This design comes from an exercise in tuning for small area, a short achievable clock period and few clock cycles on the open sky130 flow, not from production work. RTL that was checked went through simulation tests only; none was proved equivalent to the original. Function not checked in run 3: the RTL went through the layout flow alone. Power is estimated from default activity; no workload was simulated.

File: flow/config.mk
export PLATFORM = sky130hd
export DESIGN_NAME = grid_cell_shape_membership_core
export DESIGN_NICKNAME = grid_cell_shape_membership_core
export VERILOG_FILES = /design/flow/design.v
export SDC_FILE = /design/flow/constraint.sdc
export NUM_CORES = 4
export LEC_CHECK = 0
export CAP_MARGIN = 20
export CORE_MARGIN = 2
export CORE_UTILIZATION = 60
export SETUP_SLACK_MARGIN = 3.7
export SLEW_MARGIN = 20
File: flow/constraint.sdc
create_clock -name core_clock -period 7.0 [get_ports {clk}]
set_input_delay 1.4000 -clock core_clock [delete_from_list [all_inputs] [get_ports {clk}]]
set_output_delay 1.4000 -clock core_clock [all_outputs]
set_load 0.01 [all_outputs]
File: flow/design.v
package gcsm_pkg;
  localparam int COORD_W = 6;
  localparam int VALUE_W = 32;
  localparam int CFG_IDX_W = 3;
  localparam int KIND_W = 4;
  localparam int MARK_W = 2;
  localparam logic [KIND_W-1:0] KIND_CIRCLE   = 4'd0;
  localparam logic [KIND_W-1:0] KIND_HALF_N   = 4'd1;
  localparam logic [KIND_W-1:0] KIND_HALF_S   = 4'd2;
  localparam logic [KIND_W-1:0] KIND_HALF_E   = 4'd3;
  localparam logic [KIND_W-1:0] KIND_HALF_W   = 4'd4;
  localparam logic [KIND_W-1:0] KIND_RECT     = 4'd5;
  localparam logic [KIND_W-1:0] KIND_TRIANGLE = 4'd6;
  localparam logic [KIND_W-1:0] KIND_ELLIPSE  = 4'd7;
  localparam logic [KIND_W-1:0] KIND_INACCESS = 4'd8;
  localparam logic [COORD_W-1:0] GRID_LAST_RESET = 6'd50;
endpackage
import gcsm_pkg::*;
module grid_cell_shape_membership_core
(
  input  logic                 clk,
  input  logic                 rst,
  input  logic                 cfg_valid,
  output logic                 cfg_ready,
  input  logic [gcsm_pkg::CFG_IDX_W-1:0] cfg_index,
  input  logic [gcsm_pkg::VALUE_W-1:0]   cfg_data,
  input  logic                 in_valid,
  output logic                 in_ready,
  input  logic [gcsm_pkg::COORD_W-1:0]   cell_x,
  input  logic [gcsm_pkg::COORD_W-1:0]   cell_y,
  output logic                 out_valid,
  input  logic                 out_ready,
  output logic [gcsm_pkg::COORD_W-1:0]   out_x,
  output logic [gcsm_pkg::COORD_W-1:0]   out_y,
  output logic [gcsm_pkg::MARK_W-1:0]    mark,
  output logic signed [gcsm_pkg::VALUE_W-1:0] write_value,
  output logic                 shape_fits
);
  function automatic logic le6(input logic [5:0] a, input logic [5:0] b);
    logic r;
    r = 1'b1;
    for (int i = 0; i < 6; i++) r = (!a[i] && b[i]) || ((!a[i] || b[i]) && r);
    le6 = r;
  endfunction
  function automatic logic lt6(input logic [5:0] a, input logic [5:0] b);
    logic r;
    r = 1'b0;
    for (int i = 0; i < 6; i++) r = (!a[i] && b[i]) || ((!a[i] || b[i]) && r);
    lt6 = r;
  endfunction
  function automatic logic le7(input logic [6:0] a, input logic [6:0] b);
    logic r;
    r = 1'b1;
    for (int i = 0; i < 7; i++) r = (!a[i] && b[i]) || ((!a[i] || b[i]) && r);
    le7 = r;
  endfunction
  function automatic logic le13(input logic [12:0] a, input logic [12:0] b);
    logic r;
    r = 1'b1;
    for (int i = 0; i < 13; i++) r = (!a[i] && b[i]) || ((!a[i] || b[i]) && r);
    le13 = r;
  endfunction
  function automatic logic [6:0] radd6(input logic [5:0] a, input logic [5:0] b,
                                       input logic ci);
    logic c;
    c = ci;
    for (int i = 0; i < 6; i++) begin
      radd6[i] = a[i] ^ b[i] ^ c;
      c = (a[i] & b[i]) | (a[i] & c) | (b[i] & c);
    end
    radd6[6] = c;
  endfunction
  logic [KIND_W-1:0]         shape_kind;
  logic [COORD_W-1:0]        reg_a, reg_b, reg_c, reg_d;
  logic [COORD_W-1:0]        grid_x_last, grid_y_last;
  logic [VALUE_W-1:0]        fill_value;
  logic [VALUE_W-1:0]        wdata;
  logic [COORD_W-1:0]        wgrid;
  logic [7:0]                wen;
  assign cfg_ready = 1'b1;
  always_comb begin
    wdata = rst ? '0 : cfg_data;
    wgrid = rst ? GRID_LAST_RESET : cfg_data[COORD_W-1:0];
    for (int i = 0; i < 8; i++) wen[i] = rst || (cfg_valid && cfg_index == 3'(i));
  end
  always_ff @(posedge clk) begin
    if (wen[0]) shape_kind  <= wdata[KIND_W-1:0];
    if (wen[1]) reg_a       <= wdata[COORD_W-1:0];
    if (wen[2]) reg_b       <= wdata[COORD_W-1:0];
    if (wen[3]) reg_c       <= wdata[COORD_W-1:0];
    if (wen[4]) reg_d       <= wdata[COORD_W-1:0];
    if (wen[5]) grid_x_last <= wgrid;
    if (wen[6]) grid_y_last <= wgrid;
    if (wen[7]) fill_value  <= wdata;
  end
  logic is_circ, is_n, is_s, is_e, is_w, is_rect, is_tri, is_ell, is_inacc, is_rt;
  logic shape_ok, fx1, fx2, fy1, fy2, frt;
  logic [COORD_W:0]   a_plus_cx, b_plus_ry, a_plus_b;
  logic [COORD_W-1:0] ry, cxn, cyn, k1n, k2n, xlo, xhi, ylo, yhi;
  logic               a_lt_b, c_lt_d;
  always_comb begin
    is_n     = shape_kind == KIND_HALF_N;
    is_s     = shape_kind == KIND_HALF_S;
    is_e     = shape_kind == KIND_HALF_E;
    is_w     = shape_kind == KIND_HALF_W;
    is_inacc = shape_kind == KIND_INACCESS;
    is_circ  = (shape_kind[3] == 1'b0 && shape_kind[2:0] <= 3'd4) || is_inacc;
    is_rect  = shape_kind == KIND_RECT;
    is_tri   = shape_kind == KIND_TRIANGLE;
    is_ell   = shape_kind == KIND_ELLIPSE;
    is_rt    = is_rect || is_tri;
    ry        = is_ell ? reg_d : reg_c;
    a_plus_cx = radd6(reg_a, (is_w ? 6'd0 : reg_c), 1'b0);
    b_plus_ry = radd6(reg_b, (is_s ? 6'd0 : ry), 1'b0);
    fx1 = is_e || le6(reg_c, reg_a);
    fx2 = le7(a_plus_cx, {1'b0, grid_x_last});
    fy1 = is_n || le6(ry, reg_b);
    fy2 = le7(b_plus_ry, {1'b0, grid_y_last});
    frt = le6(reg_a, grid_x_last) && le6(reg_b, grid_x_last) &&
          le6(reg_c, grid_y_last) && le6(reg_d, grid_y_last);
    a_lt_b = lt6(reg_a, reg_b);
    c_lt_d = lt6(reg_c, reg_d);
    xlo    = a_lt_b ? reg_a : reg_b;
    xhi    = a_lt_b ? reg_b : reg_a;
    ylo    = c_lt_d ? reg_c : reg_d;
    yhi    = c_lt_d ? reg_d : reg_c;
    a_plus_b = radd6(reg_a, reg_b, 1'b0);
    cxn = is_rt ? a_plus_b[COORD_W:1] : reg_a;
    cyn = is_rt ? reg_d : reg_b;
    k1n = is_ell ? reg_d : is_tri ? yhi - ylo : 6'd1;
    k2n = is_ell ? reg_c : is_tri ? xhi - xlo : 6'd1;
    if (is_ell)      shape_ok = (reg_c != '0) && (reg_d != '0);
    else if (is_tri) shape_ok = (reg_a != reg_b) && (reg_c != reg_d);
    else             shape_ok = is_circ || is_rect;
  end
  logic       fx1_q, fx2_q, fy1_q, fy2_q, frt_q, fits_q;
  logic [5:0] k1, k2, cx, cy;
  always_ff @(posedge clk) begin
    fx1_q  <= fx1;
    fx2_q  <= fx2;
    fy1_q  <= fy1;
    fy2_q  <= fy2;
    frt_q  <= frt;
    fits_q <= (is_circ || is_ell) ? (fx1_q && fx2_q && fy1_q && fy2_q) :
              is_rt ? frt_q : 1'b1;
    k1     <= k1n;
    k2     <= k2n;
    cx     <= cxn;
    cy     <= cyn;
  end
  logic adv, fire, geo_q, v1, v2, v3;
  assign adv      = !out_valid || out_ready;
  assign in_ready = adv && !geo_q;
  assign fire     = in_valid && in_ready;
  always_ff @(posedge clk) begin
    geo_q <= rst || (cfg_valid && cfg_index != 3'd7);
    if (rst) begin
      v1        <= 1'b0;
      v2        <= 1'b0;
      v3        <= 1'b0;
      out_valid <= 1'b0;
    end else if (adv) begin
      v1        <= fire;
      v2        <= v1;
      v3        <= v2;
      out_valid <= v3;
    end
  end
  logic [COORD_W:0]   dxs, dys;
  logic [COORD_W-1:0] dxm, dym;
  always_comb begin
    dxs = {1'b0, cell_x} - {1'b0, cx};
    dys = {1'b0, cell_y} - {1'b0, cy};
    dxm = dxs[COORD_W] ? -dxs[COORD_W-1:0] : dxs[COORD_W-1:0];
    dym = dys[COORD_W] ? -dys[COORD_W-1:0] : dys[COORD_W-1:0];
  end
  logic [COORD_W-1:0] x1, y1, ux, uy;
  logic               sx, sy, zx, zy;
  always_ff @(posedge clk) begin
    if (adv) begin
      x1 <= cell_x;
      y1 <= cell_y;
      ux <= fire ? dxm : reg_c;
      uy <= fire ? dym : '0;
      sx <= fire && dxs[COORD_W];
      sy <= fire && dys[COORD_W];
      zx <= fire && dxs == '0;
      zy <= fire && dys == '0;
    end
  end
  logic half_ok, span_x, span_y, gate;
  logic [11:0] m1, m2;
  always_comb begin
    half_ok = !((is_n && sy) || (is_s && !sy && !zy) ||
                (is_e && sx) || (is_w && !sx && !zx));
    span_x  = le6(xlo, x1) && le6(x1, xhi);
    span_y  = le6(ylo, y1) && le6(y1, yhi);
    gate = shape_ok && (is_circ ? half_ok : (is_rt ? (span_x && span_y) : 1'b1));
  end
  gcsm_mulk u_m1 (.k(k1), .u(ux), .p(m1));
  gcsm_mulk u_m2 (.k(k2), .u(uy), .p(m2));
  logic [COORD_W-1:0] x2, y2;
  logic [11:0]        m1q, m2q;
  logic               gate2, thr2;
  always_ff @(posedge clk) begin
    if (adv) begin
      x2    <= x1;
      y2    <= y1;
      m1q   <= m1;
      m2q   <= m2;
      gate2 <= gate;
      thr2  <= !v1;
    end
  end
  logic [20:0] rowa, rowb;
  logic        is_ce, pass;
  gcsm_sqrows u_sq (.a(m1q[9:0]), .b(m2q[9:0]), .r0(rowa), .r1(rowb));
  always_comb begin
    is_ce = is_circ || is_ell;
    pass  = fits_q && gate2 &&
            (is_tri ? le13({m1q, 1'b0}, {1'b0, m2q}) : 1'b1) &&
            !(is_ce && (m1q[11:10] != 2'd0 || m2q[11:10] != 2'd0));
  end
  logic [COORD_W-1:0] x3, y3;
  logic [20:0]        rowa_q, rowb_q;
  logic               pass3, thr3;
  always_ff @(posedge clk) begin
    if (adv) begin
      x3     <= x2;
      y3     <= y2;
      rowa_q <= rowa;
      rowb_q <= rowb;
      pass3  <= pass;
      thr3   <= thr2;
    end
  end
  logic [19:0] thr;
  logic [21:0] csa_s, csa_c, sdiff, thr_n;
  logic        sub_e, hit;
  always_comb begin
    thr_n = thr3 ? 22'h3fffff : {2'b11, ~thr};
    sub_e = thr3 || !is_ell;
    for (int i = 0; i < 22; i++) begin
      logic p, q;
      p = (i < 21) ? rowa_q[i] : 1'b0;
      q = (i < 21) ? rowb_q[i] : 1'b0;
      csa_s[i] = p ^ q ^ thr_n[i];
      csa_c[i] = (p & q) | (p & thr_n[i]) | (q & thr_n[i]);
    end
    sdiff = csa_s + {csa_c[20:0], sub_e};
    hit   = pass3 && (!is_ce || sdiff[21]);
  end
  always_ff @(posedge clk) begin
    if (adv && thr3) thr <= sdiff[19:0];
  end
  logic hit_q;
  always_ff @(posedge clk) begin
    if (adv) begin
      out_x <= x3;
      out_y <= y3;
      hit_q <= hit;
    end
  end
  assign mark        = {hit_q && is_inacc, hit_q && !is_inacc};
  assign write_value = hit_q ? fill_value : '0;
  assign shape_fits  = fits_q;
endmodule
module gcsm_mulk (input logic [5:0] k, input logic [5:0] u,
                  output logic [11:0] p);
  wire mk_t1 = (k[0] & u[4]) ^ (k[1] & u[3]);
  wire mk_t2 = (k[0] & u[4]) & (k[1] & u[3]);
  wire mk_t3 = (k[0] & u[5]) ^ (k[1] & u[4]) ^ (k[2] & u[3]);
  wire mk_t4 = ((k[0] & u[5]) & (k[1] & u[4])) | ((k[2] & u[3]) & ((k[0] & u[5]) ^ (k[1] & u[4])));
  wire mk_t5 = (k[3] & u[2]) ^ (k[4] & u[1]);
  wire mk_t6 = (k[3] & u[2]) & (k[4] & u[1]);
  wire mk_t7 = (k[1] & u[5]) ^ (k[2] & u[4]) ^ (k[3] & u[3]);
  wire mk_t8 = ((k[1] & u[5]) & (k[2] & u[4])) | ((k[3] & u[3]) & ((k[1] & u[5]) ^ (k[2] & u[4])));
  wire mk_t9 = (k[4] & u[2]) ^ (k[5] & u[1]);
  wire mk_t10 = (k[4] & u[2]) & (k[5] & u[1]);
  wire mk_t11 = (k[2] & u[5]) ^ (k[3] & u[4]) ^ (k[4] & u[3]);
  wire mk_t12 = ((k[2] & u[5]) & (k[3] & u[4])) | ((k[4] & u[3]) & ((k[2] & u[5]) ^ (k[3] & u[4])));
  wire mk_t13 = (k[0] & u[3]) ^ (k[1] & u[2]);
  wire mk_t14 = (k[0] & u[3]) & (k[1] & u[2]);
  wire mk_t15 = (k[2] & u[2]) ^ (k[3] & u[1]) ^ (k[4] & u[0]);
  wire mk_t16 = ((k[2] & u[2]) & (k[3] & u[1])) | ((k[4] & u[0]) & ((k[2] & u[2]) ^ (k[3] & u[1])));
  wire mk_t17 = (k[5] & u[0]) ^ mk_t2 ^ mk_t3;
  wire mk_t18 = ((k[5] & u[0]) & mk_t2) | (mk_t3 & ((k[5] & u[0]) ^ mk_t2));
  wire mk_t19 = mk_t4 ^ mk_t6 ^ mk_t7;
  wire mk_t20 = (mk_t4 & mk_t6) | (mk_t7 & (mk_t4 ^ mk_t6));
  wire mk_t21 = (k[5] & u[2]) ^ mk_t8 ^ mk_t10;
  wire mk_t22 = ((k[5] & u[2]) & mk_t8) | (mk_t10 & ((k[5] & u[2]) ^ mk_t8));
  wire mk_t23 = (k[3] & u[5]) ^ (k[4] & u[4]) ^ (k[5] & u[3]);
  wire mk_t24 = ((k[3] & u[5]) & (k[4] & u[4])) | ((k[5] & u[3]) & ((k[3] & u[5]) ^ (k[4] & u[4])));
  wire mk_t25 = (k[0] & u[2]) ^ (k[1] & u[1]);
  wire mk_t26 = (k[0] & u[2]) & (k[1] & u[1]);
  wire mk_t27 = (k[2] & u[1]) ^ (k[3] & u[0]) ^ mk_t13;
  wire mk_t28 = ((k[2] & u[1]) & (k[3] & u[0])) | (mk_t13 & ((k[2] & u[1]) ^ (k[3] & u[0])));
  wire mk_t29 = mk_t1 ^ mk_t14 ^ mk_t15;
  wire mk_t30 = (mk_t1 & mk_t14) | (mk_t15 & (mk_t1 ^ mk_t14));
  wire mk_t31 = mk_t5 ^ mk_t16 ^ mk_t17;
  wire mk_t32 = (mk_t5 & mk_t16) | (mk_t17 & (mk_t5 ^ mk_t16));
  wire mk_t33 = mk_t9 ^ mk_t18 ^ mk_t19;
  wire mk_t34 = (mk_t9 & mk_t18) | (mk_t19 & (mk_t9 ^ mk_t18));
  wire mk_t35 = mk_t11 ^ mk_t20 ^ mk_t21;
  wire mk_t36 = (mk_t11 & mk_t20) | (mk_t21 & (mk_t11 ^ mk_t20));
  wire mk_t37 = mk_t12 ^ mk_t22 ^ mk_t23;
  wire mk_t38 = (mk_t12 & mk_t22) | (mk_t23 & (mk_t12 ^ mk_t22));
  wire mk_t39 = (k[4] & u[5]) ^ (k[5] & u[4]) ^ mk_t24;
  wire mk_t40 = ((k[4] & u[5]) & (k[5] & u[4])) | (mk_t24 & ((k[4] & u[5]) ^ (k[5] & u[4])));
  assign p = {1'b0, (k[5] & u[5]), mk_t38, mk_t36, mk_t34, mk_t32, mk_t30, mk_t28, mk_t26, (k[2] & u[0]), (k[0] & u[1]), (k[0] & u[0])} + {1'b0, mk_t40, mk_t39, mk_t37, mk_t35, mk_t33, mk_t31, mk_t29, mk_t27, mk_t25, (k[1] & u[0]), 1'b0};
endmodule
module gcsm_sqrows (input logic [9:0] a, input logic [9:0] b,
                    output logic [20:0] r0, output logic [20:0] r1);
  wire sq_t1 = (a[0] & a[8]) ^ (a[1] & a[7]);
  wire sq_t2 = (a[0] & a[8]) & (a[1] & a[7]);
  wire sq_t3 = (a[0] & a[9]) ^ (a[1] & a[8]) ^ (a[2] & a[7]);
  wire sq_t4 = ((a[0] & a[9]) & (a[1] & a[8])) | ((a[2] & a[7]) & ((a[0] & a[9]) ^ (a[1] & a[8])));
  wire sq_t5 = (a[1] & a[9]) ^ (a[2] & a[8]) ^ (a[3] & a[7]);
  wire sq_t6 = ((a[1] & a[9]) & (a[2] & a[8])) | ((a[3] & a[7]) & ((a[1] & a[9]) ^ (a[2] & a[8])));
  wire sq_t7 = (a[0] & a[6]) ^ (a[1] & a[5]) ^ (a[2] & a[4]);
  wire sq_t8 = ((a[0] & a[6]) & (a[1] & a[5])) | ((a[2] & a[4]) & ((a[0] & a[6]) ^ (a[1] & a[5])));
  wire sq_t9 = (a[0] & a[7]) ^ (a[1] & a[6]) ^ (a[2] & a[5]);
  wire sq_t10 = ((a[0] & a[7]) & (a[1] & a[6])) | ((a[2] & a[5]) & ((a[0] & a[7]) ^ (a[1] & a[6])));
  wire sq_t11 = (a[4] & ~a[3]) ^ (b[0] & b[7]);
  wire sq_t12 = (a[4] & ~a[3]) & (b[0] & b[7]);
  wire sq_t13 = (a[2] & a[6]) ^ (a[3] & a[5]) ^ (a[3] & a[4]);
  wire sq_t14 = ((a[2] & a[6]) & (a[3] & a[5])) | ((a[3] & a[4]) & ((a[2] & a[6]) ^ (a[3] & a[5])));
  wire sq_t15 = (b[0] & b[8]) ^ (b[1] & b[7]) ^ (b[2] & b[6]);
  wire sq_t16 = ((b[0] & b[8]) & (b[1] & b[7])) | ((b[2] & b[6]) & ((b[0] & b[8]) ^ (b[1] & b[7])));
  wire sq_t17 = (b[3] & b[5]) ^ (b[3] & b[4]);
  wire sq_t18 = (b[3] & b[5]) & (b[3] & b[4]);
  wire sq_t19 = (a[3] & a[6]) ^ (a[5] & ~a[4]) ^ (b[0] & b[9]);
  wire sq_t20 = ((a[3] & a[6]) & (a[5] & ~a[4])) | ((b[0] & b[9]) & ((a[3] & a[6]) ^ (a[5] & ~a[4])));
  wire sq_t21 = (b[1] & b[8]) ^ (b[2] & b[7]) ^ (b[3] & b[6]);
  wire sq_t22 = ((b[1] & b[8]) & (b[2] & b[7])) | ((b[3] & b[6]) & ((b[1] & b[8]) ^ (b[2] & b[7])));
  wire sq_t23 = (b[5] & ~b[4]) ^ sq_t2 ^ sq_t3;
  wire sq_t24 = ((b[5] & ~b[4]) & sq_t2) | (sq_t3 & ((b[5] & ~b[4]) ^ sq_t2));
  wire sq_t25 = (a[4] & a[6]) ^ (a[4] & a[5]) ^ (b[1] & b[9]);
  wire sq_t26 = ((a[4] & a[6]) & (a[4] & a[5])) | ((b[1] & b[9]) & ((a[4] & a[6]) ^ (a[4] & a[5])));
  wire sq_t27 = (b[2] & b[8]) ^ (b[3] & b[7]) ^ (b[4] & b[6]);
  wire sq_t28 = ((b[2] & b[8]) & (b[3] & b[7])) | ((b[4] & b[6]) & ((b[2] & b[8]) ^ (b[3] & b[7])));
  wire sq_t29 = (b[4] & b[5]) ^ sq_t4 ^ sq_t5;
  wire sq_t30 = ((b[4] & b[5]) & sq_t4) | (sq_t5 & ((b[4] & b[5]) ^ sq_t4));
  wire sq_t31 = (a[2] & a[9]) ^ (a[3] & a[8]) ^ (a[4] & a[7]);
  wire sq_t32 = ((a[2] & a[9]) & (a[3] & a[8])) | ((a[4] & a[7]) & ((a[2] & a[9]) ^ (a[3] & a[8])));
  wire sq_t33 = (a[6] & ~a[5]) ^ (b[2] & b[9]) ^ (b[3] & b[8]);
  wire sq_t34 = ((a[6] & ~a[5]) & (b[2] & b[9])) | ((b[3] & b[8]) & ((a[6] & ~a[5]) ^ (b[2] & b[9])));
  wire sq_t35 = (b[4] & b[7]) ^ (b[6] & ~b[5]) ^ sq_t6;
  wire sq_t36 = ((b[4] & b[7]) & (b[6] & ~b[5])) | (sq_t6 & ((b[4] & b[7]) ^ (b[6] & ~b[5])));
  wire sq_t37 = (a[3] & a[9]) ^ (a[4] & a[8]) ^ (a[5] & a[7]);
  wire sq_t38 = ((a[3] & a[9]) & (a[4] & a[8])) | ((a[5] & a[7]) & ((a[3] & a[9]) ^ (a[4] & a[8])));
  wire sq_t39 = (a[5] & a[6]) ^ (b[3] & b[9]) ^ (b[4] & b[8]);
  wire sq_t40 = ((a[5] & a[6]) & (b[3] & b[9])) | ((b[4] & b[8]) & ((a[5] & a[6]) ^ (b[3] & b[9])));
  wire sq_t41 = (b[5] & b[7]) ^ (b[5] & b[6]);
  wire sq_t42 = (b[5] & b[7]) & (b[5] & b[6]);
  wire sq_t43 = (a[4] & a[9]) ^ (a[5] & a[8]) ^ (a[7] & ~a[6]);
  wire sq_t44 = ((a[4] & a[9]) & (a[5] & a[8])) | ((a[7] & ~a[6]) & ((a[4] & a[9]) ^ (a[5] & a[8])));
  wire sq_t45 = (b[4] & b[9]) ^ (b[5] & b[8]);
  wire sq_t46 = (b[4] & b[9]) & (b[5] & b[8]);
  wire sq_t47 = (a[5] & a[9]) ^ (a[6] & a[8]) ^ (a[6] & a[7]);
  wire sq_t48 = ((a[5] & a[9]) & (a[6] & a[8])) | ((a[6] & a[7]) & ((a[5] & a[9]) ^ (a[6] & a[8])));
  wire sq_t49 = (a[0] & a[4]) ^ (a[1] & a[3]) ^ (a[1] & a[2]);
  wire sq_t50 = ((a[0] & a[4]) & (a[1] & a[3])) | ((a[1] & a[2]) & ((a[0] & a[4]) ^ (a[1] & a[3])));
  wire sq_t51 = (a[0] & a[5]) ^ (a[1] & a[4]) ^ (a[3] & ~a[2]);
  wire sq_t52 = ((a[0] & a[5]) & (a[1] & a[4])) | ((a[3] & ~a[2]) & ((a[0] & a[5]) ^ (a[1] & a[4])));
  wire sq_t53 = (b[0] & b[5]) ^ (b[1] & b[4]);
  wire sq_t54 = (b[0] & b[5]) & (b[1] & b[4]);
  wire sq_t55 = (a[2] & a[3]) ^ (b[0] & b[6]) ^ (b[1] & b[5]);
  wire sq_t56 = ((a[2] & a[3]) & (b[0] & b[6])) | ((b[1] & b[5]) & ((a[2] & a[3]) ^ (b[0] & b[6])));
  wire sq_t57 = (b[2] & b[4]) ^ (b[2] & b[3]) ^ sq_t7;
  wire sq_t58 = ((b[2] & b[4]) & (b[2] & b[3])) | (sq_t7 & ((b[2] & b[4]) ^ (b[2] & b[3])));
  wire sq_t59 = (b[1] & b[6]) ^ (b[2] & b[5]) ^ (b[4] & ~b[3]);
  wire sq_t60 = ((b[1] & b[6]) & (b[2] & b[5])) | ((b[4] & ~b[3]) & ((b[1] & b[6]) ^ (b[2] & b[5])));
  wire sq_t61 = sq_t8 ^ sq_t9 ^ sq_t11;
  wire sq_t62 = (sq_t8 & sq_t9) | (sq_t11 & (sq_t8 ^ sq_t9));
  wire sq_t63 = sq_t1 ^ sq_t10 ^ sq_t12;
  wire sq_t64 = (sq_t1 & sq_t10) | (sq_t12 & (sq_t1 ^ sq_t10));
  wire sq_t65 = sq_t13 ^ sq_t15 ^ sq_t17;
  wire sq_t66 = (sq_t13 & sq_t15) | (sq_t17 & (sq_t13 ^ sq_t15));
  wire sq_t67 = sq_t14 ^ sq_t16 ^ sq_t18;
  wire sq_t68 = (sq_t14 & sq_t16) | (sq_t18 & (sq_t14 ^ sq_t16));
  wire sq_t69 = sq_t19 ^ sq_t21 ^ sq_t23;
  wire sq_t70 = (sq_t19 & sq_t21) | (sq_t23 & (sq_t19 ^ sq_t21));
  wire sq_t71 = sq_t20 ^ sq_t22 ^ sq_t24;
  wire sq_t72 = (sq_t20 & sq_t22) | (sq_t24 & (sq_t20 ^ sq_t22));
  wire sq_t73 = sq_t25 ^ sq_t27 ^ sq_t29;
  wire sq_t74 = (sq_t25 & sq_t27) | (sq_t29 & (sq_t25 ^ sq_t27));
  wire sq_t75 = sq_t26 ^ sq_t28 ^ sq_t30;
  wire sq_t76 = (sq_t26 & sq_t28) | (sq_t30 & (sq_t26 ^ sq_t28));
  wire sq_t77 = sq_t31 ^ sq_t33 ^ sq_t35;
  wire sq_t78 = (sq_t31 & sq_t33) | (sq_t35 & (sq_t31 ^ sq_t33));
  wire sq_t79 = sq_t32 ^ sq_t34 ^ sq_t36;
  wire sq_t80 = (sq_t32 & sq_t34) | (sq_t36 & (sq_t32 ^ sq_t34));
  wire sq_t81 = sq_t37 ^ sq_t39 ^ sq_t41;
  wire sq_t82 = (sq_t37 & sq_t39) | (sq_t41 & (sq_t37 ^ sq_t39));
  wire sq_t83 = (b[7] & ~b[6]) ^ sq_t38 ^ sq_t40;
  wire sq_t84 = ((b[7] & ~b[6]) & sq_t38) | (sq_t40 & ((b[7] & ~b[6]) ^ sq_t38));
  wire sq_t85 = sq_t42 ^ sq_t43 ^ sq_t45;
  wire sq_t86 = (sq_t42 & sq_t43) | (sq_t45 & (sq_t42 ^ sq_t43));
  wire sq_t87 = (b[5] & b[9]) ^ (b[6] & b[8]) ^ (b[6] & b[7]);
  wire sq_t88 = ((b[5] & b[9]) & (b[6] & b[8])) | ((b[6] & b[7]) & ((b[5] & b[9]) ^ (b[6] & b[8])));
  wire sq_t89 = sq_t44 ^ sq_t46 ^ sq_t47;
  wire sq_t90 = (sq_t44 & sq_t46) | (sq_t47 & (sq_t44 ^ sq_t46));
  wire sq_t91 = (a[6] & a[9]) ^ (a[8] & ~a[7]) ^ (b[6] & b[9]);
  wire sq_t92 = ((a[6] & a[9]) & (a[8] & ~a[7])) | ((b[6] & b[9]) & ((a[6] & a[9]) ^ (a[8] & ~a[7])));
  wire sq_t93 = (b[8] & ~b[7]) ^ sq_t48;
  wire sq_t94 = (b[8] & ~b[7]) & sq_t48;
  wire sq_t95 = (a[7] & a[9]) ^ (a[7] & a[8]) ^ (b[7] & b[9]);
  wire sq_t96 = ((a[7] & a[9]) & (a[7] & a[8])) | ((b[7] & b[9]) & ((a[7] & a[9]) ^ (a[7] & a[8])));
  wire sq_t97 = (a[0] & a[2]) ^ (a[0] & a[1]);
  wire sq_t98 = (a[0] & a[2]) & (a[0] & a[1]);
  wire sq_t99 = (a[0] & a[3]) ^ (a[2] & ~a[1]) ^ (b[0] & b[3]);
  wire sq_t100 = ((a[0] & a[3]) & (a[2] & ~a[1])) | ((b[0] & b[3]) & ((a[0] & a[3]) ^ (a[2] & ~a[1])));
  wire sq_t101 = (b[0] & b[4]) ^ (b[1] & b[3]) ^ (b[1] & b[2]);
  wire sq_t102 = ((b[0] & b[4]) & (b[1] & b[3])) | ((b[1] & b[2]) & ((b[0] & b[4]) ^ (b[1] & b[3])));
  wire sq_t103 = (b[3] & ~b[2]) ^ sq_t50 ^ sq_t51;
  wire sq_t104 = ((b[3] & ~b[2]) & sq_t50) | (sq_t51 & ((b[3] & ~b[2]) ^ sq_t50));
  wire sq_t105 = sq_t52 ^ sq_t54 ^ sq_t55;
  wire sq_t106 = (sq_t52 & sq_t54) | (sq_t55 & (sq_t52 ^ sq_t54));
  wire sq_t107 = sq_t56 ^ sq_t58 ^ sq_t59;
  wire sq_t108 = (sq_t56 & sq_t58) | (sq_t59 & (sq_t56 ^ sq_t58));
  wire sq_t109 = sq_t60 ^ sq_t62 ^ sq_t63;
  wire sq_t110 = (sq_t60 & sq_t62) | (sq_t63 & (sq_t60 ^ sq_t62));
  wire sq_t111 = sq_t64 ^ sq_t66 ^ sq_t67;
  wire sq_t112 = (sq_t64 & sq_t66) | (sq_t67 & (sq_t64 ^ sq_t66));
  wire sq_t113 = sq_t68 ^ sq_t70 ^ sq_t71;
  wire sq_t114 = (sq_t68 & sq_t70) | (sq_t71 & (sq_t68 ^ sq_t70));
  wire sq_t115 = sq_t72 ^ sq_t74 ^ sq_t75;
  wire sq_t116 = (sq_t72 & sq_t74) | (sq_t75 & (sq_t72 ^ sq_t74));
  wire sq_t117 = sq_t76 ^ sq_t78 ^ sq_t79;
  wire sq_t118 = (sq_t76 & sq_t78) | (sq_t79 & (sq_t76 ^ sq_t78));
  wire sq_t119 = sq_t80 ^ sq_t82 ^ sq_t83;
  wire sq_t120 = (sq_t80 & sq_t82) | (sq_t83 & (sq_t80 ^ sq_t82));
  wire sq_t121 = sq_t84 ^ sq_t86 ^ sq_t87;
  wire sq_t122 = (sq_t84 & sq_t86) | (sq_t87 & (sq_t84 ^ sq_t86));
  wire sq_t123 = sq_t88 ^ sq_t90 ^ sq_t91;
  wire sq_t124 = (sq_t88 & sq_t90) | (sq_t91 & (sq_t88 ^ sq_t90));
  wire sq_t125 = (b[7] & b[8]) ^ sq_t92 ^ sq_t94;
  wire sq_t126 = ((b[7] & b[8]) & sq_t92) | (sq_t94 & ((b[7] & b[8]) ^ sq_t92));
  wire sq_t127 = (a[9] & ~a[8]) ^ (b[9] & ~b[8]);
  wire sq_t128 = (a[9] & ~a[8]) & (b[9] & ~b[8]);
  wire sq_t129 = (b[0] & b[2]) ^ (b[0] & b[1]);
  wire sq_t130 = (b[0] & b[2]) & (b[0] & b[1]);
  wire sq_t131 = (b[2] & ~b[1]) ^ sq_t98 ^ sq_t99;
  wire sq_t132 = ((b[2] & ~b[1]) & sq_t98) | (sq_t99 & ((b[2] & ~b[1]) ^ sq_t98));
  wire sq_t133 = sq_t49 ^ sq_t100 ^ sq_t101;
  wire sq_t134 = (sq_t49 & sq_t100) | (sq_t101 & (sq_t49 ^ sq_t100));
  wire sq_t135 = sq_t53 ^ sq_t102 ^ sq_t103;
  wire sq_t136 = (sq_t53 & sq_t102) | (sq_t103 & (sq_t53 ^ sq_t102));
  wire sq_t137 = sq_t57 ^ sq_t104 ^ sq_t105;
  wire sq_t138 = (sq_t57 & sq_t104) | (sq_t105 & (sq_t57 ^ sq_t104));
  wire sq_t139 = sq_t61 ^ sq_t106 ^ sq_t107;
  wire sq_t140 = (sq_t61 & sq_t106) | (sq_t107 & (sq_t61 ^ sq_t106));
  wire sq_t141 = sq_t65 ^ sq_t108 ^ sq_t109;
  wire sq_t142 = (sq_t65 & sq_t108) | (sq_t109 & (sq_t65 ^ sq_t108));
  wire sq_t143 = sq_t69 ^ sq_t110 ^ sq_t111;
  wire sq_t144 = (sq_t69 & sq_t110) | (sq_t111 & (sq_t69 ^ sq_t110));
  wire sq_t145 = sq_t73 ^ sq_t112 ^ sq_t113;
  wire sq_t146 = (sq_t73 & sq_t112) | (sq_t113 & (sq_t73 ^ sq_t112));
  wire sq_t147 = sq_t77 ^ sq_t114 ^ sq_t115;
  wire sq_t148 = (sq_t77 & sq_t114) | (sq_t115 & (sq_t77 ^ sq_t114));
  wire sq_t149 = sq_t81 ^ sq_t116 ^ sq_t117;
  wire sq_t150 = (sq_t81 & sq_t116) | (sq_t117 & (sq_t81 ^ sq_t116));
  wire sq_t151 = sq_t85 ^ sq_t118 ^ sq_t119;
  wire sq_t152 = (sq_t85 & sq_t118) | (sq_t119 & (sq_t85 ^ sq_t118));
  wire sq_t153 = sq_t89 ^ sq_t120 ^ sq_t121;
  wire sq_t154 = (sq_t89 & sq_t120) | (sq_t121 & (sq_t89 ^ sq_t120));
  wire sq_t155 = sq_t93 ^ sq_t122 ^ sq_t123;
  wire sq_t156 = (sq_t93 & sq_t122) | (sq_t123 & (sq_t93 ^ sq_t122));
  wire sq_t157 = sq_t95 ^ sq_t124 ^ sq_t125;
  wire sq_t158 = (sq_t95 & sq_t124) | (sq_t125 & (sq_t95 ^ sq_t124));
  wire sq_t159 = sq_t96 ^ sq_t126 ^ sq_t127;
  wire sq_t160 = (sq_t96 & sq_t126) | (sq_t127 & (sq_t96 ^ sq_t126));
  wire sq_t161 = (a[8] & a[9]) ^ (b[8] & b[9]) ^ sq_t128;
  wire sq_t162 = ((a[8] & a[9]) & (b[8] & b[9])) | (sq_t128 & ((a[8] & a[9]) ^ (b[8] & b[9])));
  assign r0 = {sq_t162, sq_t160, sq_t158, sq_t156, sq_t154, sq_t152, sq_t150, sq_t148, sq_t146, sq_t144, sq_t142, sq_t140, sq_t138, sq_t136, sq_t134, sq_t132, sq_t130, sq_t97, (a[1] & ~a[0]), 1'b0, a[0]};
  assign r1 = {1'b0, sq_t161, sq_t159, sq_t157, sq_t155, sq_t153, sq_t151, sq_t149, sq_t147, sq_t145, sq_t143, sq_t141, sq_t139, sq_t137, sq_t135, sq_t133, sq_t131, sq_t129, (b[1] & ~b[0]), 1'b0, b[0]};
endmodule
File: flow/run.sh
#!/bin/bash
# synth_recipe.tcl (not shown) runs the flow's synth.tcl, then flattens the netlist and writes it again
# the make line also repeats each setting of config.mk as NAME=value (left out here)
make -C /OpenROAD-flow-scripts/flow DESIGN_CONFIG=/design/flow/config.mk WORK_HOME=/design/flow/orfs CLKGATE_MAP_FILE= SYNTH_SCRIPT=/design/flow/synth_recipe.tcl finish
==> report_table.html, run 1 <==
<table>
<tr><th>Metric</th><th>Value</th></tr>
<tr><th colspan="2">Status</th></tr>
<tr><td>Status</td><td>timing/DRC/antenna clean</td></tr>
<tr><th colspan="2">Setup path</th></tr>
<tr><td>Highest cell delay on the worst timing path</td><td>440 ps</td></tr>
<tr><td>Crit path max-delay family</td><td>adder cells</td></tr>
<tr><td>Cells traversed along the worst timing path</td><td>buf_12 -&gt; nor2b_2 -&gt; fa_1 -&gt; inv_1 -&gt; ha_1 -&gt; inv_1 -&gt; fa_2 -&gt; nor3b_4 -&gt; o21ai_1 -&gt; a21oi_2 -&gt; o21ai_2 -&gt; a21oi_2 -&gt; o21ai_2 -&gt; a21oi_2 -&gt; mux2i_1 -&gt; nand2_1</td></tr>
<tr><td>Kind of end point of the critical path</td><td>flip-flop</td></tr>
<tr><td>Type of the setup path with the least slack</td><td>flip-flop to flip-flop</td></tr>
<tr><td>Crit-path max FO</td><td>10</td></tr>
<tr><td>Crit path buffers/inverters</td><td>3</td></tr>
<tr><td>CP Data Arrival Time</td><td>3790 ps</td></tr>
<tr><td>Slowest cell on the critical path</td><td>edfxtp_1</td></tr>
<tr><td>Required time of the worst setup path</td><td>7300 ps</td></tr>
<tr><td>Cell type with the highest occurrence count on the critical path</td><td>a21oi_2</td></tr>
<tr><td>Startpoint types</td><td>flip-flop</td></tr>
<tr><th colspan="2">Drt</th></tr>
<tr><td>Detail-routed via count per cell</td><td>5.48</td></tr>
<tr><td>Final routed wirelength across all metal layers</td><td>41.7 mm</td></tr>
<tr><td>Average detailed-routed wire length per instance</td><td>18.3 um</td></tr>
<tr><td>Via count</td><td>12500</td></tr>
<tr><td>DRC violations left</td><td>0</td></tr>
<tr><td>DRT iter0 DRCs</td><td>814</td></tr>
<tr><td>DRT antenna net count</td><td>0</td></tr>
<tr><td>Number of iterations in the first detailed-routing pass</td><td>5</td></tr>
<tr><th colspan="2">Synthesis</th></tr>
<tr><td>Main area contributors after synthesis</td><td>edfxtp_1 37%, fa_1 16%, ha_1 7.3%</td></tr>
<tr><td>Net count of the mapped netlist</td><td>1957</td></tr>
<tr><td>Count of flip-flops with a built-in enable after synthesis</td><td>224</td></tr>
<tr><td>Netlist area before placement</td><td>18000 um2</td></tr>
<tr><td>Number of storage elements in the synthesis netlist</td><td>259</td></tr>
<tr><td>Fraction of post-synthesis cell area in the top cell type by area</td><td>37.4%</td></tr>
<tr><td>Synthesis warning total</td><td>1</td></tr>
<tr><td>Average footprint of a synthesized cell</td><td>10.8 um2</td></tr>
<tr><td>Post-synth ARST share</td><td>0%</td></tr>
<tr><td>Count of distinct cell types in the synthesized netlist</td><td>67</td></tr>
<tr><td>Share of synthesized area occupied by flip-flops and latches</td><td>41.3%</td></tr>
<tr><td>Cell count after synthesis</td><td>1660</td></tr>
<tr><td>Yosys top cell by area</td><td>edfxtp_1</td></tr>
<tr><td>Dominant synthesized flop cell</td><td>edfxtp_1</td></tr>
<tr><th colspan="2">Die</th></tr>
<tr><td>Width of the chip</td><td>177 um</td></tr>
<tr><td>Die area</td><td>31400 um2</td></tr>
<tr><td>Core area</td><td>29600 um2</td></tr>
<tr><td>Number of placement rows</td><td>63</td></tr>
<tr><td>Die span in y</td><td>177 um</td></tr>
<tr><td>Top-level I/O count</td><td>102</td></tr>
<tr><td>Initial core utilization</td><td>60.8%</td></tr>
<tr><th colspan="2">Clocking</th></tr>
<tr><td>TritonCTS clock tree</td><td>done</td></tr>
<tr><td>Clock insertion delay at the later pin of the skew report</td><td>550 ps</td></tr>
<tr><td>Hold bufs inserted after CTS</td><td>0</td></tr>
<tr><td>Clock Sinks</td><td>259</td></tr>
<tr><td>Number of CTS-inserted buffers</td><td>28</td></tr>
<tr><td>H-tree depth</td><td>1</td></tr>
<tr><td>Reg clk slew, reported paths</td><td>60 ps</td></tr>
<tr><td>Clock root cell</td><td>clkbuf_16</td></tr>
<tr><td>Worst-case clock buffer depth</td><td>3</td></tr>
<tr><th colspan="2">Cells and area</th></tr>
<tr><td>Leading cell types in the layout, fill and taps excluded</td><td>240 x inv_1, 224 x edfxtp_1, 146 x and2_1</td></tr>
<tr><td>Commonest non-fill, non-tap cell in the layout</td><td>inv_1</td></tr>
<tr><td>Area of all placed cells without fillers</td><td>21800 um2</td></tr>
<tr><td>Ratio of cells with drive above 1 in the final layout</td><td>17.8%</td></tr>
<tr><td>Area Overhead vs Synth</td><td>21.4%</td></tr>
<tr><td>Core occupancy in the finished layout</td><td>73.8%</td></tr>
<tr><td>Number of filler instances in the final layout</td><td>2106</td></tr>
<tr><td>Number of nets in the finished design</td><td>2164</td></tr>
<tr><td>Antenna fix cells</td><td>0</td></tr>
<tr><th colspan="2">Global routing</th></tr>
<tr><td>Overall global routing resource usage</td><td>26.9%</td></tr>
<tr><td>Initial antenna violation count</td><td>0</td></tr>
<tr><td>First-pass GRT wire length</td><td>65.8 mm</td></tr>
<tr><td>Congestion Overflow GR</td><td>0</td></tr>
<tr><td>Pin count of the biggest net entering global routing</td><td>73</td></tr>
<tr><td>Number of global-route vias before repair</td><td>12900</td></tr>
<tr><th colspan="2">STA</th></tr>
<tr><td>Worst rel slew slack</td><td>38.2%</td></tr>
<tr><td>RSZ-0062 raised after global routing</td><td>yes</td></tr>
<tr><td>Max-slew violation count</td><td>0</td></tr>
<tr><td>Worst-Margin Slew</td><td>927 ps</td></tr>
<tr><td>Clock tree skew after final layout</td><td>9.35 ps</td></tr>
<tr><td>Fmax</td><td>286 MHz</td></tr>
<tr><td>Number of hold-slack violations in the final timing report</td><td>0</td></tr>
<tr><td>Worst-case setup margin in the final layout</td><td>3510 ps</td></tr>
<tr><td>Part of the cycle the worst path needs</td><td>49.9%</td></tr>
<tr><td>Min Tclk post-route</td><td>3490 ps</td></tr>
<tr><td>Aggregate negative setup slack</td><td>0 ps</td></tr>
<tr><td>Final setup violating endpoints</td><td>0</td></tr>
<tr><th colspan="2">Placed design</th></tr>
<tr><td>Placed instance area</td><td>19400 um2</td></tr>
<tr><td>Number of buffers inserted by port buffering</td><td>100</td></tr>
<tr><td>RePlAce Congestion</td><td>0.937</td></tr>
<tr><td>Placement Setup Slack</td><td>2590 ps</td></tr>
<tr><td>Placed wire-length estimate after detailed placement</td><td>29.1 mm</td></tr>
<tr><th colspan="2">Power and ir drop</th></tr>
<tr><td>Combinational Power Share</td><td>43.1%</td></tr>
<tr><td>Net switching share of the total power</td><td>34.9%</td></tr>
<tr><td>Net Switching</td><td>2.25 mW</td></tr>
<tr><td>Power per cell area</td><td>296 nW/um2</td></tr>
<tr><td>Clk pwr share</td><td>22.9%</td></tr>
<tr><td>Internal power summed over all cells</td><td>4.20 mW</td></tr>
<tr><td>Sequential fraction of design power</td><td>34.0%</td></tr>
<tr><td>Cell leakage power</td><td>9.60 nW</td></tr>
<tr><td>Max IR drop VDD</td><td>0.203 mV</td></tr>
<tr><th colspan="2">Min path</th></tr>
<tr><td>Class of the tightest hold or removal check</td><td>flip-flop to flip-flop</td></tr>
<tr><th colspan="2">Flow run</th></tr>
<tr><td>Max cap viols</td><td>0</td></tr>
</table>
==> cells by family after synthesis <==
kind of cell    share of synthesized area, %
compound gates                          8.79
xor+xnor                                2.63
fa+ha+maj                               24.9
buf+inv                                 6.46
flops                                   41.3
mux                                     1.12
other cells                           0.0209
simple gates                            14.7
==> state kept, by name, indices dropped and copies added (netlist names), 12 cells and up <==
signal      flops
fill_value     32
m2q            12
rowa_q         20
thr            20
rowb_q         19
m1q            12
==> worst paths after layout <==
check,start,to,slack [ps],cells past startpoint
worst max-delay path,thr3,thr[18],3510,16
worst min-delay path,y3[3],out_y[3],420,0
worst max register to register,thr3,thr[18],3510,16
worst min register to register,y3[3],out_y[3],420,0
==> per-stage QoR <==
| stage | std cells | hold WS [ps] | total power [mW] |
|---|---|---|---|
| after floorplan | 1660 | 400 | 3.86 |
| after global placement | 2114 | 402 | 4.38 |
| after detailed placement | 2114 | 405 | 4.48 |
| after CTS | 2238 | 412 | 6.32 |
| after global routing | 2278 | 422 | 6.88 |
| final | 2278 | 418 | 6.46 |
==> area by class of cell <==
class | count | area [um2] | area share (%)
clock buffers | 34 | 754 | 3.46
clock inverters | 17 | 171 | 0.786
inverters | 264 | 1000 | 4.58
multi-input cells | 1095 | 9950 | 45.6
flip-flops and latches | 259 | 7440 | 34.1
well taps | 390 | 488 | 2.24
repair buffers | 219 | 2010 | 9.21
==> repair_timing <==
item                                    CTS  global route
pin swaps                                47            60
gates resized for setup                 116            91
buffers inserted                         72            38
endpoints found under the setup margin  174            62
gates cloned                              1             2
==> layer usage <==
metal | vias up | track usage, % | part of all wire, %
met3 | 119 | 3.91 | 4.8
met5 | - | 0 | 0
li1 | 5922 | - | -
met1 | 6065 | 31.7 | 40
met4 | 0 | 10.6 | 4.3
met2 | 367 | 49.3 | 51
==> cells in the mapped netlist, types with 3 or more instances <==
| cell | n |
|---|---|
| a21oi_1 | 62 |
| a31o_2 | 4 |
| nand2b_1 | 25 |
| nor2_1 | 74 |
| dfxtp_1 | 35 |
| ha_1 | 105 |
| o21ai_1 | 4 |
| and2_1 | 150 |
| inv_1 | 261 |
| xor2_1 | 14 |
| fa_1 | 140 |
| o22ai_1 | 11 |
| a22oi_1 | 7 |
| a21boi_0 | 7 |
| nor3b_1 | 3 |
| o2bb2ai_1 | 3 |
| a21o_1 | 22 |
| and3_1 | 5 |
| xnor2_1 | 40 |
| clkbuf_1 | 35 |
| maj3_1 | 32 |
| a2111oi_0 | 5 |
| o21ai_0 | 55 |
| or3_1 | 4 |
| o21bai_1 | 20 |
| nand3_1 | 11 |
| buf_2 | 4 |
| a41o_1 | 3 |
| a221oi_1 | 4 |
| mux2i_1 | 19 |
| nor2b_1 | 80 |
| a31oi_1 | 6 |
| edfxtp_1 | 224 |
| nand2_1 | 106 |
| inv_2 | 3 |
| nand4_1 | 3 |
| nor3_1 | 19 |
| a211oi_1 | 9 |
| or2_2 | 6 |
| maj3_2 | 4 |
==> power groups by stage <==
| stage | logic (mW) | clock network (mW) | registers [mW] |
|---|---|---|---|
| floorplan | 1.71 | 0 | 2.15 |
| global placement | 2.11 | 0 | 2.27 |
| detailed placement | 2.21 | 0 | 2.27 |
| CTS | 2.62 | 1.51 | 2.19 |
| global route | 3.09 | 1.56 | 2.22 |
| finish | 2.78 | 1.48 | 2.19 |
Testbench counts, summed over its fixed seeds: cycles 14,784.
==> inputs of run 2 (changes only) <==
--- a/flow/config.mk
+++ b/flow/config.mk
@@ -7,6 +7,9 @@
 export LEC_CHECK = 0
 export CAP_MARGIN = 20
 export CORE_MARGIN = 2
-export CORE_UTILIZATION = 60
+export CORE_UTILIZATION = 40
+export CTS_BUF_LIST = sky130_fd_sc_hd__clkbuf_16
+export CTS_CLUSTER_DIAMETER = 150
+export CTS_CLUSTER_SIZE = 30
 export SETUP_SLACK_MARGIN = 3.7
 export SLEW_MARGIN = 20
==> report_table.html, run 2 <==
<table>
<tr><th>Metric</th><th>Value</th></tr>
<tr><th colspan="2">Global routing</th></tr>
<tr><td>Congestion Overflow GR</td><td>0</td></tr>
<tr><td>Pin count of the biggest net entering global routing</td><td>101</td></tr>
<tr><td>First-pass GRT wire length</td><td>68.3 mm</td></tr>
<tr><td>Number of global-route vias before repair</td><td>12900</td></tr>
<tr><td>Initial antenna violation count</td><td>1</td></tr>
<tr><td>Overall global routing resource usage</td><td>18.3%</td></tr>
<tr><th colspan="2">Drt</th></tr>
<tr><td>DRT iter0 DRCs</td><td>759</td></tr>
<tr><td>Final routed wirelength across all metal layers</td><td>43.0 mm</td></tr>
<tr><td>Average detailed-routed wire length per instance</td><td>17.4 um</td></tr>
<tr><td>DRC violations left</td><td>0</td></tr>
<tr><td>Number of iterations in the first detailed-routing pass</td><td>5</td></tr>
<tr><td>DRT antenna net count</td><td>0</td></tr>
<tr><td>Via count</td><td>12500</td></tr>
<tr><td>Detail-routed via count per cell</td><td>5.04</td></tr>
<tr><th colspan="2">Cells and area</th></tr>
<tr><td>Biggest registers after layout</td><td>fill_value (32), rowa_q (20), thr (20)</td></tr>
<tr><td>Commonest non-fill, non-tap cell in the layout</td><td>inv_1</td></tr>
<tr><td>Number of nets in the finished design</td><td>2176</td></tr>
<tr><td>Most flops, register</td><td>fill_value</td></tr>
<tr><td>Number of filler instances in the final layout</td><td>4023</td></tr>
<tr><td>Area Overhead vs Synth</td><td>22.0%</td></tr>
<tr><td>Ratio of cells with drive above 1 in the final layout</td><td>18.5%</td></tr>
<tr><td>Leading cell types in the layout, fill and taps excluded</td><td>238 x inv_1, 224 x edfxtp_1, 146 x and2_1</td></tr>
<tr><td>Max FFs per register</td><td>32</td></tr>
<tr><th colspan="2">Clocking</th></tr>
<tr><td>Clock Sinks</td><td>259</td></tr>
<tr><td>Reg clk slew, reported paths</td><td>120 ps</td></tr>
<tr><td>Number of CTS-inserted buffers</td><td>12</td></tr>
<tr><td>H-tree depth</td><td>1</td></tr>
<tr><td>Worst-case clock buffer depth</td><td>3</td></tr>
<tr><td>Clock root cell</td><td>clkbuf_16</td></tr>
<tr><td>TritonCTS clock tree</td><td>done</td></tr>
<tr><td>Clock insertion delay at the later pin of the skew report</td><td>520 ps</td></tr>
<tr><th colspan="2">Synthesis</th></tr>
<tr><td>Share of synthesized area occupied by flip-flops and latches</td><td>41.3%</td></tr>
<tr><td>Fraction of post-synthesis cell area in the top cell type by area</td><td>37.4%</td></tr>
<tr><td>Count of distinct cell types in the synthesized netlist</td><td>67</td></tr>
<tr><td>Average footprint of a synthesized cell</td><td>10.8 um2</td></tr>
<tr><td>Post-synth ARST share</td><td>0%</td></tr>
<tr><td>Count of flip-flops with a built-in enable after synthesis</td><td>224</td></tr>
<tr><td>Most frequent cells after synthesis</td><td>261 x inv_1, 224 x edfxtp_1, 150 x and2_1</td></tr>
<tr><td>Synthesis warning total</td><td>1</td></tr>
<tr><td>Main area contributors after synthesis</td><td>edfxtp_1 37%, fa_1 16%, ha_1 7.3%</td></tr>
<tr><td>Yosys top cell by area</td><td>edfxtp_1</td></tr>
<tr><td>Netlist area before placement</td><td>18000 um2</td></tr>
<tr><td>Net count of the mapped netlist</td><td>1957</td></tr>
<tr><td>Dominant synthesized flop cell</td><td>edfxtp_1</td></tr>
<tr><td>Top-count cell post-synth</td><td>inv_1</td></tr>
<tr><td>Cell count after synthesis</td><td>1660</td></tr>
<tr><td>Number of storage elements in the synthesis netlist</td><td>259</td></tr>
<tr><th colspan="2">Status</th></tr>
<tr><td>Status</td><td>timing/DRC/antenna clean</td></tr>
<tr><th colspan="2">STA</th></tr>
<tr><td>Worst rel slew slack</td><td>39.8%</td></tr>
<tr><td>Fmax</td><td>278 MHz</td></tr>
<tr><td>Clock tree skew after final layout</td><td>21.6 ps</td></tr>
<tr><td>Aggregate negative setup slack</td><td>0 ps</td></tr>
<tr><td>Min Tclk post-route</td><td>3590 ps</td></tr>
<tr><td>RSZ-0062 raised after global routing</td><td>yes</td></tr>
<tr><td>Worst-Margin Slew</td><td>903 ps</td></tr>
<tr><td>Number of hold-slack violations in the final timing report</td><td>0</td></tr>
<tr><td>Part of the cycle the worst path needs</td><td>51.3%</td></tr>
<tr><td>Max-slew violation count</td><td>0</td></tr>
<tr><td>Final setup violating endpoints</td><td>0</td></tr>
<tr><th colspan="2">Power and ir drop</th></tr>
<tr><td>Sequential fraction of design power</td><td>36.0%</td></tr>
<tr><td>Net Switching</td><td>2.25 mW</td></tr>
<tr><td>Internal power summed over all cells</td><td>3.85 mW</td></tr>
<tr><td>Max IR drop VDD</td><td>0.271 mV</td></tr>
<tr><td>Clk pwr share</td><td>13.9%</td></tr>
<tr><td>Combinational Power Share</td><td>50.2%</td></tr>
<tr><td>Power Total</td><td>6.09 mW</td></tr>
<tr><td>Cell leakage power</td><td>9.70 nW</td></tr>
<tr><td>Power per cell area</td><td>278 nW/um2</td></tr>
<tr><td>Net switching share of the total power</td><td>36.9%</td></tr>
<tr><th colspan="2">Min path</th></tr>
<tr><td>Class of the tightest hold or removal check</td><td>flip-flop to flip-flop</td></tr>
<tr><th colspan="2">Setup path</th></tr>
<tr><td>Type of the setup path with the least slack</td><td>flip-flop to flip-flop</td></tr>
<tr><td>Highest cell delay on the worst timing path</td><td>450 ps</td></tr>
<tr><td>Required time of the worst setup path</td><td>7290 ps</td></tr>
<tr><td>Cell type with the highest occurrence count on the critical path</td><td>buf_4</td></tr>
<tr><td>Cells traversed along the worst timing path</td><td>buf_4 -&gt; buf_6 -&gt; nor2b_2 -&gt; fa_1 -&gt; inv_1 -&gt; ha_2 -&gt; inv_1 -&gt; fa_2 -&gt; nor3b_4 -&gt; buf_4 -&gt; buf_4 -&gt; buf_4 -&gt; buf_4 -&gt; buf_4 -&gt; buf_4 -&gt; buf_4 -&gt; buf_4 -&gt; buf_4 -&gt; buf_4 -&gt; buf_4 -&gt; nor2_1 -&gt; xnor2_1</td></tr>
<tr><td>Startpoint types</td><td>flip-flop</td></tr>
<tr><td>Slowest cell on the critical path</td><td>edfxtp_1</td></tr>
<tr><td>CP Data Arrival Time</td><td>3880 ps</td></tr>
<tr><td>Crit-path max FO</td><td>3</td></tr>
<tr><td>Crit path buffers/inverters</td><td>15</td></tr>
<tr><td>Kind of end point of the critical path</td><td>flip-flop</td></tr>
<tr><td>Crit path max-delay family</td><td>buffers and inverters</td></tr>
<tr><th colspan="2">Placed design</th></tr>
<tr><td>RePlAce Congestion</td><td>0.916</td></tr>
<tr><td>Placed wire-length estimate after detailed placement</td><td>30.1 mm</td></tr>
<tr><td>Number of buffers inserted by port buffering</td><td>100</td></tr>
<tr><th colspan="2">Die</th></tr>
<tr><td>Die span in y</td><td>216 um</td></tr>
<tr><td>Die area</td><td>46600 um2</td></tr>
<tr><td>Initial core utilization</td><td>40.6%</td></tr>
<tr><td>Top-level I/O count</td><td>102</td></tr>
<tr><td>Core area</td><td>44300 um2</td></tr>
<tr><td>Width of the chip</td><td>216 um</td></tr>
<tr><td>Number of placement rows</td><td>77</td></tr>
<tr><th colspan="2">Flow run</th></tr>
<tr><td>Max cap viols</td><td>0</td></tr>
</table>
## run 2: cell counts after synthesis
Identical to the previous run, type by type.
## run 2: cell type report
type | count | area (um2) | area share, %
clock inverters | 7 | 38.8 | 0.177
flip-flops and latches | 259 | 7440 | 33.9
multi-input cells | 1095 | 10100 | 46.0
diodes | 1 | 2.50 | 0.0114
inverters | 264 | 1010 | 4.62
repair buffers | 247 | 2280 | 10.4
well taps | 592 | 741 | 3.38
clock buffers | 13 | 325 | 1.48
## run 2: per-stage QoR
step	cell area (um2)	setup slack (ps)	cells	hold WS, ps	util (%)
after detailed placement	19600	2570	2315	406	44.3
after global placement	19600	2710	2315	402	44.3
after global routing	21900	3290	2478	435	49.5
after CTS	21100	3410	2424	433	47.6
final	21900	3410	2478	423	49.5
after floorplan	18000	2990	1660	400	-
## run 2: power groups by stage
| stage | Combinational [mW] | Clock [mW] | Sequential (mW) |
|---|---|---|---|
| floorplan | 1.71 | 0 | 2.15 |
| global placement | 2.12 | 0 | 2.28 |
| detailed placement | 2.19 | 0 | 2.28 |
| CTS | 2.61 | 0.879 | 2.19 |
| global route | 3.37 | 0.924 | 2.22 |
| finish | 3.06 | 0.844 | 2.19 |
## run 2: routing by layer
| metal | up-vias | track usage [%] | part of all wire (%) |
|---|---|---|---|
| li1 | 5923 | - | - |
| met1 | 6213 | 23.2 | 43 |
| met2 | 292 | 32.3 | 49 |
| met3 | 53 | 3.44 | 5.3 |
| met4 | 0 | 4.54 | 2.4 |
| met5 | - | 0 | 0 |
## run 2: worst paths after layout
check | from | endpoint | slack, ps | depth (start not counted)
worst max-delay path | thr3 | thr[4] | 3410 | 22
worst min-delay path | y2[5] | y3[5] | 420 | 0
worst max register to register | thr3 | thr[4] | 3410 | 22
worst min register to register | y2[5] | y3[5] | 420 | 0
## run 2: repair_timing
| item | in CTS | in global routing |
|---|---|---|
| buffers inserted | 89 | 52 |
| resized for setup | 128 | 125 |
| hold buffers | 0 | 0 |
| gates cloned | 0 | 1 |
| pin swaps | 55 | 78 |
| endpoints found under the setup margin | 81 | 62 |
## run 2: cell families (layout without fill, tap and decap cells)
group	Yosys count	in the layout	synth area share (%)
DFF	259	259	41.3
other	1	2	0.0209
adders and majority gates	281	281	24.9
buffers and inverters	306	531	6.46
xor gates and xnor gates	54	54	2.63
muxes	20	20	1.12
and+or+nand+nor	497	497	14.7
AOI/OAI and AO/OA	242	242	8.79
==> inputs of run 3 (changes only) <==
--- a/flow/design.v
+++ b/flow/design.v
@@ -36,29 +36,28 @@
   output logic signed [gcsm_pkg::VALUE_W-1:0] write_value,
   output logic                 shape_fits
 );
+  function automatic logic gt16(input logic [15:0] a, input logic [15:0] b);
+    logic [15:0] g, e;
+    g = a & ~b;
+    e = ~(a ^ b);
+    for (int s = 1; s < 16; s = s * 2)
+      for (int i = 0; i + s < 16; i = i + 2 * s) begin
+        g[i] = g[i + s] | (e[i + s] & g[i]);
+        e[i] = e[i + s] & e[i];
+      end
+    gt16 = g[0];
+  endfunction
   function automatic logic le6(input logic [5:0] a, input logic [5:0] b);
-    logic r;
-    r = 1'b1;
-    for (int i = 0; i < 6; i++) r = (!a[i] && b[i]) || ((!a[i] || b[i]) && r);
-    le6 = r;
+    le6 = !gt16({10'd0, a}, {10'd0, b});
   endfunction
   function automatic logic lt6(input logic [5:0] a, input logic [5:0] b);
-    logic r;
-    r = 1'b0;
-    for (int i = 0; i < 6; i++) r = (!a[i] && b[i]) || ((!a[i] || b[i]) && r);
-    lt6 = r;
+    lt6 = gt16({10'd0, b}, {10'd0, a});
   endfunction
   function automatic logic le7(input logic [6:0] a, input logic [6:0] b);
-    logic r;
-    r = 1'b1;
-    for (int i = 0; i < 7; i++) r = (!a[i] && b[i]) || ((!a[i] || b[i]) && r);
-    le7 = r;
+    le7 = !gt16({9'd0, a}, {9'd0, b});
   endfunction
   function automatic logic le13(input logic [12:0] a, input logic [12:0] b);
-    logic r;
-    r = 1'b1;
-    for (int i = 0; i < 13; i++) r = (!a[i] && b[i]) || ((!a[i] || b[i]) && r);
-    le13 = r;
+    le13 = !gt16({3'd0, a}, {3'd0, b});
   endfunction
   function automatic logic [6:0] radd6(input logic [5:0] a, input logic [5:0] b,
                                        input logic ci);
@@ -110,20 +109,19 @@
     is_ell   = shape_kind == KIND_ELLIPSE;
     is_rt    = is_rect || is_tri;
     ry        = is_ell ? reg_d : reg_c;
-    a_plus_cx = radd6(reg_a, (is_w ? 6'd0 : reg_c), 1'b0);
-    b_plus_ry = radd6(reg_b, (is_s ? 6'd0 : ry), 1'b0);
+    a_plus_cx = {1'b0, reg_a} + {1'b0, (is_w ? 6'd0 : reg_c)};
+    b_plus_ry = {1'b0, reg_b} + {1'b0, (is_s ? 6'd0 : ry)};
     fx1 = is_e || le6(reg_c, reg_a);
     fx2 = le7(a_plus_cx, {1'b0, grid_x_last});
     fy1 = is_n || le6(ry, reg_b);
     fy2 = le7(b_plus_ry, {1'b0, grid_y_last});
-    frt = le6(reg_a, grid_x_last) && le6(reg_b, grid_x_last) &&
-          le6(reg_c, grid_y_last) && le6(reg_d, grid_y_last);
     a_lt_b = lt6(reg_a, reg_b);
     c_lt_d = lt6(reg_c, reg_d);
     xlo    = a_lt_b ? reg_a : reg_b;
     xhi    = a_lt_b ? reg_b : reg_a;
     ylo    = c_lt_d ? reg_c : reg_d;
     yhi    = c_lt_d ? reg_d : reg_c;
+    frt    = le6(xhi, grid_x_last) && le6(yhi, grid_y_last);
     a_plus_b = radd6(reg_a, reg_b, 1'b0);
     cxn = is_rt ? a_plus_b[COORD_W:1] : reg_a;
     cyn = is_rt ? reg_d : reg_b;
@@ -168,11 +166,19 @@
   end
   logic [COORD_W:0]   dxs, dys;
   logic [COORD_W-1:0] dxm, dym;
+  function automatic logic [5:0] mag6(input logic [6:0] d);
+    logic any;
+    any = 1'b0;
+    for (int i = 0; i < 6; i++) begin
+      mag6[i] = d[i] ^ (d[6] & any);
+      any = any | d[i];
+    end
+  endfunction
   always_comb begin
     dxs = {1'b0, cell_x} - {1'b0, cx};
     dys = {1'b0, cell_y} - {1'b0, cy};
-    dxm = dxs[COORD_W] ? -dxs[COORD_W-1:0] : dxs[COORD_W-1:0];
-    dym = dys[COORD_W] ? -dys[COORD_W-1:0] : dys[COORD_W-1:0];
+    dxm = mag6(dxs);
+    dym = mag6(dys);
   end
   logic [COORD_W-1:0] x1, y1, ux, uy;
   logic               sx, sy, zx, zy;
--- a/flow/config.mk
+++ b/flow/config.mk
@@ -8,8 +8,5 @@
 export CAP_MARGIN = 20
 export CORE_MARGIN = 2
 export CORE_UTILIZATION = 40
-export CTS_BUF_LIST = sky130_fd_sc_hd__clkbuf_16
-export CTS_CLUSTER_DIAMETER = 150
-export CTS_CLUSTER_SIZE = 30
 export SETUP_SLACK_MARGIN = 3.7
 export SLEW_MARGIN = 20
==> report_table.html, run 3 <==
<table>
<tr><th>Metric</th><th>Value</th></tr>
<tr><th colspan="2">Status</th></tr>
<tr><td>Status</td><td>timing/DRC/antenna clean</td></tr>
<tr><th colspan="2">Synthesis</th></tr>
<tr><td>Cell count after synthesis</td><td>1747</td></tr>
<tr><td>Count of distinct cell types in the synthesized netlist</td><td>86</td></tr>
<tr><td>Count of flip-flops with a built-in enable after synthesis</td><td>224</td></tr>
<tr><td>Netlist area before placement</td><td>18600 um2</td></tr>
<tr><td>Most frequent cells after synthesis</td><td>284 x inv_1, 224 x edfxtp_1, 161 x ha_1</td></tr>
<tr><td>Average footprint of a synthesized cell</td><td>10.6 um2</td></tr>
<tr><th colspan="2">Die</th></tr>
<tr><td>Core area</td><td>45600 um2</td></tr>
<tr><td>Width of the chip</td><td>219 um</td></tr>
<tr><td>Number of placement rows</td><td>78</td></tr>
<tr><td>Initial core utilization</td><td>40.7%</td></tr>
<tr><th colspan="2">Setup path</th></tr>
<tr><td>Cell type with the highest occurrence count on the critical path</td><td>buf_4</td></tr>
<tr><td>Startpoint types</td><td>flip-flop</td></tr>
<tr><td>Kind of end point of the critical path</td><td>flip-flop</td></tr>
<tr><th colspan="2">Global routing</th></tr>
<tr><td>First-pass GRT wire length</td><td>72.4 mm</td></tr>
<tr><th colspan="2">STA</th></tr>
<tr><td>RSZ-0062 raised after global routing</td><td>yes</td></tr>
<tr><td>Number of hold-slack violations in the final timing report</td><td>0</td></tr>
<tr><td>Clock tree skew after final layout</td><td>23.7 ps</td></tr>
<tr><td>Part of the cycle the worst path needs</td><td>50.0%</td></tr>
<tr><td>Final setup violating endpoints</td><td>0</td></tr>
<tr><td>Worst-Margin Slew</td><td>982 ps</td></tr>
<tr><th colspan="2">Clocking</th></tr>
<tr><td>Number of CTS-inserted buffers</td><td>30</td></tr>
<tr><td>Reg clk slew, reported paths</td><td>60 ps</td></tr>
<tr><td>Hold bufs inserted after CTS</td><td>0</td></tr>
<tr><th colspan="2">Cells and area</th></tr>
<tr><td>Most flops, register</td><td>fill_value</td></tr>
<tr><td>Leading cell types in the layout, fill and taps excluded</td><td>261 x inv_1, 224 x edfxtp_1, 138 x ha_1</td></tr>
<tr><td>Area Overhead vs Synth</td><td>24.6%</td></tr>
<tr><td>Commonest non-fill, non-tap cell in the layout</td><td>inv_1</td></tr>
<tr><th colspan="2">Flow run</th></tr>
<tr><td>Max cap viols</td><td>0</td></tr>
<tr><th colspan="2">Drt</th></tr>
<tr><td>Average detailed-routed wire length per instance</td><td>17.9 um</td></tr>
<tr><td>Via count</td><td>13400</td></tr>
<tr><td>Final routed wirelength across all metal layers</td><td>46.5 mm</td></tr>
<tr><th colspan="2">Power and ir drop</th></tr>
<tr><td>Power per cell area</td><td>312 nW/um2</td></tr>
<tr><td>Cell leakage power</td><td>10.3 nW</td></tr>
</table>
-- run 3: changes by cell type after synthesis, sizes merged, moves of 11 or more --
| cell | previous run | this run |
|---|---|---|
| and2 | 151 | 140 |
| ha | 105 | 161 |
| inv | 264 | 285 |
| maj3 | 36 | 0 |
| mux2i | 19 | 8 |
| nand2b | 25 | 12 |
| nor2 | 74 | 93 |
-- run 3: cell type report --
type	count	area [um2]	share of cell area, %
multi-input combinational	1157	10600	46.0
inverter	292	1110	4.79
tap	600	751	3.24
antenna	1	2.50	0.0108
timing repair buffer	229	2120	9.15
sequential	259	7430	32.1
clock buffer	31	754	3.26
clock inverter	25	345	1.49
-- run 3: power by group --
part           switching, mW  internal, mW
Combinational           1.72          1.58
Clock                  0.682          1.05
Sequential             0.159          2.03
-- run 3: how the worst min path moves through the flow --
stage               slack [ps]  start  endpoint
global route               420  y3[4]  out_y[4]
global placement           400  y2[2]     y3[2]
floorplan                  400  x3[0]  out_x[0]
CTS                        420  x2[4]     x3[4]
detailed placement         400  y3[0]  out_y[0]
finish                     420  x3[3]  out_x[3]
-- run 3: logic make-up after synthesis --
family | after synthesis | share of synthesized area (%)
DFF | 259 | 40.0
adders and majority gates | 293 | 25.1
other | 1 | 0.0202
AOI/OAI and AO/OA | 277 | 10.0
and+or+nand+nor | 518 | 14.8
muxes | 14 | 0.815
buffers and inverters | 333 | 6.78
xor gates and xnor gates | 52 | 2.53
-- run 3: per-stage QoR --
step	power [mW]	instances	setup slack, ps	hold WS, ps	util (%)
after floorplan	4.01	1747	2990	400	-
after CTS	7.02	2543	3580	419	49.1
final	7.22	2594	3500	419	50.8
after detailed placement	4.72	2413	2820	405	44.4
after global placement	4.64	2413	2820	405	44.4
after global routing	7.71	2593	3390	424	50.8
-- run 3: per-layer routing --
metal / up-vias / part of all wire, % / GRT usage [%]
li1: 6344 / - / -
met2: 392 / 46 / 31.5
met1: 6602 / 45 / 26.3
met4: 2 / 2.8 / 5.77
met3: 87 / 6.1 / 3.55
met5: - / 0.028 / 0
-- run 3: worst register-to-register path: stages (launching register included) --
cell,delay [ps]
edfxtp_1,410
buf_12,170
buf_12,140
nor2b_4,110
fa_1,410
inv_1,80
ha_2,190
inv_2,40
fa_2,370
nor3b_4,240
buf_4,150
buf_4,90
buf_4,90
buf_4,90
buf_4,90
buf_4,90
buf_4,90
buf_4,90
buf_4,90
buf_4,80
nor2_1,50
xnor2_1,120
-- run 3: timing repair --
item / 4_1_cts / 5_1_grt
setup endpoints to repair: 72 / 56
buffers inserted: 70 / 49
pin swaps: 40 / 59
gates resized for setup: 117 / 106
cloned: 4 / 1

Setup slack of run 3, layout unchanged: 3.501 ns with ideal ports, 3.501 ns with driving cells assumed (clock clkbuf_16, inputs buf_2), 3.191 ns with port delays also shifted by the 0.628 ns mid clock arrival.
